This is an optimization exercise on Yosys and OpenROAD, whose aim is small area, not a production implementation. Function was checked by simulation only, so behaviour that the tests miss may differ from the original. Power figures rest on the tool's default switching activity, not on a simulated workload.

## mips_regfile_wr_decode
module mips_regfile_wr_decode #(
   parameter int WIDTH  = 32,
   parameter int ADDR_W = 5
) (
   input  logic                   clk,
   input  logic                   rst_n,
   input  logic                   wr_en,
   input  logic [ADDR_W-1:0]      wr_addr,
   input  logic [WIDTH-1:0]       wr_data,
   input  logic [ADDR_W-1:0]      rd_addr1,
   input  logic [ADDR_W-1:0]      rd_addr2,
   output logic [WIDTH-1:0]       rd_data1,
   output logic [WIDTH-1:0]       rd_data2,
   input  logic                   claim_en,
   input  logic [ADDR_W-1:0]      claim_addr,
   output logic                   pend1,
   output logic                   pend2,
   output logic [(1<<ADDR_W)-1:0] wr_onehot
);
Size: roughly 3,400 cells after synthesis, roughly 1,100 flip-flops, about 41,000 sq um of cells after synthesis.
export LEC_CHECK = 0
export CAP_MARGIN = 20
export CORE_MARGIN = 2
export CORE_UTILIZATION = 60
export SLEW_MARGIN = 20
export SYNTH_HIERARCHICAL = 1
create_clock -name core_clock -period 8.0 [get_ports {clk}]
standard.sh (not shown) runs the stock make flow with config.mk's settings and CLKGATE_MAP_FILE= SYNTH_SCRIPT=/design/flow/synth_recipe.tcl, a recipe that flattens the netlist after the stock synthesis.
==> flow/flow/run.sh <==
#!/bin/bash
# Own layout flow: the standard flow (standard.sh: the standard synthesis,
# floorplan, power grid, placement, CTS, routing), with these changes:
#  * the port buffers are the smallest buffer cell (buf_1);
#  * before global placement, upsize.tcl raises the drive strength of the
#    drivers of high-fanout nets (decoded register lines) to size 2, so
#    repair_design needs fewer buffers;
#  * clock tree synthesis uses clkbuf_4/clkbuf_8 with larger sink clusters
#    and no dummy loads.
# Each tool's full output goes to the ORFS logs under orfs/logs; make's own
# output goes to flow_make.log in this folder.
set -euo pipefail
export BUFFER_PORTS_ARGS="-buffer_cell sky130_fd_sc_hd__buf_1"
export PRE_GLOBAL_PLACE_TCL="$PWD/flow/upsize.tcl"
export UP_SIZE=2
export UP_MIN_FANOUT=16
export CTS_ARGS="-sink_clustering_enable -repair_clock_nets -dont_use_dummy_load -buf_list {sky130_fd_sc_hd__clkbuf_4 sky130_fd_sc_hd__clkbuf_8} -sink_clustering_size 16 -sink_clustering_max_diameter 60"
bash standard.sh finish > flow_make.log 2>&1
==> flow/flow/upsize.tcl <==
# Upsize the drivers of high-fanout signal nets before global placement,
# so that repair_design needs fewer buffers. Drive strength only; the
# function and the cell family stay the same.
set up_min_fanout [expr {[info exists ::env(UP_MIN_FANOUT)] ? $::env(UP_MIN_FANOUT) : 16}]
set up_size [expr {[info exists ::env(UP_SIZE)] ? $::env(UP_SIZE) : 4}]
set n_up 0
foreach net [[ord::get_db_block] getNets] {
  if {[$net getSigType] ne "SIGNAL"} continue
  set its [$net getITerms]
  if {[llength $its] < $up_min_fanout + 1} continue
  foreach it $its {
    if {[$it isOutputSignal]} {
      set inst [$it getInst]
      set m [[$inst getMaster] getName]
      if {[regexp {^(sky130_fd_sc_hd__[a-z0-9]+)_(\d+)$} $m -> base sz]} {
        if {[string match "*df*" $base]} continue
        set target "${base}_$up_size"
        if {$sz < $up_size && [[ord::get_db] findMaster $target] ne "NULL"} {
          replace_cell [$inst getName] $target
          incr n_up
        }
      }
    }
  }
}
puts "upsize: replaced $n_up drivers of nets with fanout >= $up_min_fanout by size $up_size"
==> next run, changes <==
--- a/flow/flow/run.sh
+++ b/flow/flow/run.sh
@@ -7,2 +7,5 @@
 #    repair_design needs fewer buffers;
+#  * before repair_design, portfix.tcl removes the second buffer that global
+#    placement put behind some input port buffers and resizes the port buffer
+#    (buf_1 to buf_2) instead;
 #  * clock tree synthesis uses clkbuf_4/clkbuf_8 with larger sink clusters
@@ -16,2 +19,4 @@
 export UP_MIN_FANOUT=16
+export PRE_RESIZE_TCL="$PWD/flow/portfix.tcl"
+export PF_CELL=sky130_fd_sc_hd__buf_2
 export CTS_ARGS="-sink_clustering_enable -repair_clock_nets -dont_use_dummy_load -buf_list {sky130_fd_sc_hd__clkbuf_4 sky130_fd_sc_hd__clkbuf_8} -sink_clustering_size 16 -sink_clustering_max_diameter 60"
==> flow/flow/portfix.tcl (new file) <==
# Input ports whose buffer (buf_1) only drives a second buffer: remove the
# second buffer and give the port buffer a stronger size instead.
set pf_size [expr {[info exists ::env(PF_CELL)] ? $::env(PF_CELL) : "sky130_fd_sc_hd__buf_2"}]
set block [ord::get_db_block]
set victims {}
set ports {}
foreach bt [$block getBTerms] {
  if {[$bt getIoType] ne "INPUT"} continue
  set net [$bt getNet]
  foreach it [$net getITerms] {
    if {![$it isInputSignal]} continue
    set pb [$it getInst]
    if {![string match "sky130_fd_sc_hd__buf_*" [[$pb getMaster] getName]]} continue
    foreach o [$pb getITerms] {
      if {![$o isOutputSignal]} continue
      set loads {}
      foreach l [[$o getNet] getITerms] { if {[$l isInputSignal]} { lappend loads $l } }
      if {[llength $loads] == 1} {
        set b2 [[lindex $loads 0] getInst]
        if {[string match "sky130_fd_sc_hd__buf_*" [[$b2 getMaster] getName]]} {
          lappend victims [$b2 getName]
          lappend ports [$pb getName]
        }
      }
    }
  }
}
if {[llength $victims] > 0} { remove_buffers {*}$victims }
foreach p $ports { replace_cell $p $pf_size }
puts "portfix: removed [llength $victims] second buffers, resized [llength $ports] port buffers to $pf_size"
Settings changed: CORE_UTILIZATION 60 to 65.
=>
- The new run passed the timing, design-rule and antenna checks
- maximum frequency fell by about 2%
- synthesized cell count stays the same
- design area drops by about 0.8%
- die area goes down by 7.6%
- setup slack is worse by 0.13 ns
- routed wire length went down by 1.6%
- combinational power is about the same
- final cell count drops by 1.9%
- total power hardly moves
- sequential power barely changes

static timing again, ports no longer ideal:
Ports are ideal in the flow. The routed layouts listed here were re-timed in OpenROAD. Step 1, drivers: a clkbuf_16 drives clk and a buf_2 each remaining input, both assumed. Step 2 times the ports against the registers' clock, not the clock port: input delays grow and output delays shrink by t, the midpoint of the rising clock arrivals with the driver on. Slacks: no drivers / after step 1 / after step 2; pairs: no drivers / after step 1.
| run | t (ns) | setup WS [ns] | hold slack, ns | latest minus earliest clock arrival (ns) | worst data-port slew with drivers (ns) |
|---|---|---|---|---|---|
| the first run | 0.778 | 1.443 / 1.415 / 1.415 | 0.477 / 0.477 / 0.477 | 0.057 / 0.058 | 0.14 |
| the second run | 0.788 | 1.308 / 1.281 / 1.281 | 0.486 / 0.486 / 0.486 | 0.065 / 0.065 | 0.20 |
After both steps setup and hold are still met in every run listed. The setup slack of the first run, which loses most, moves by -0.028 ns with the drivers and by -0.028 ns with both steps.
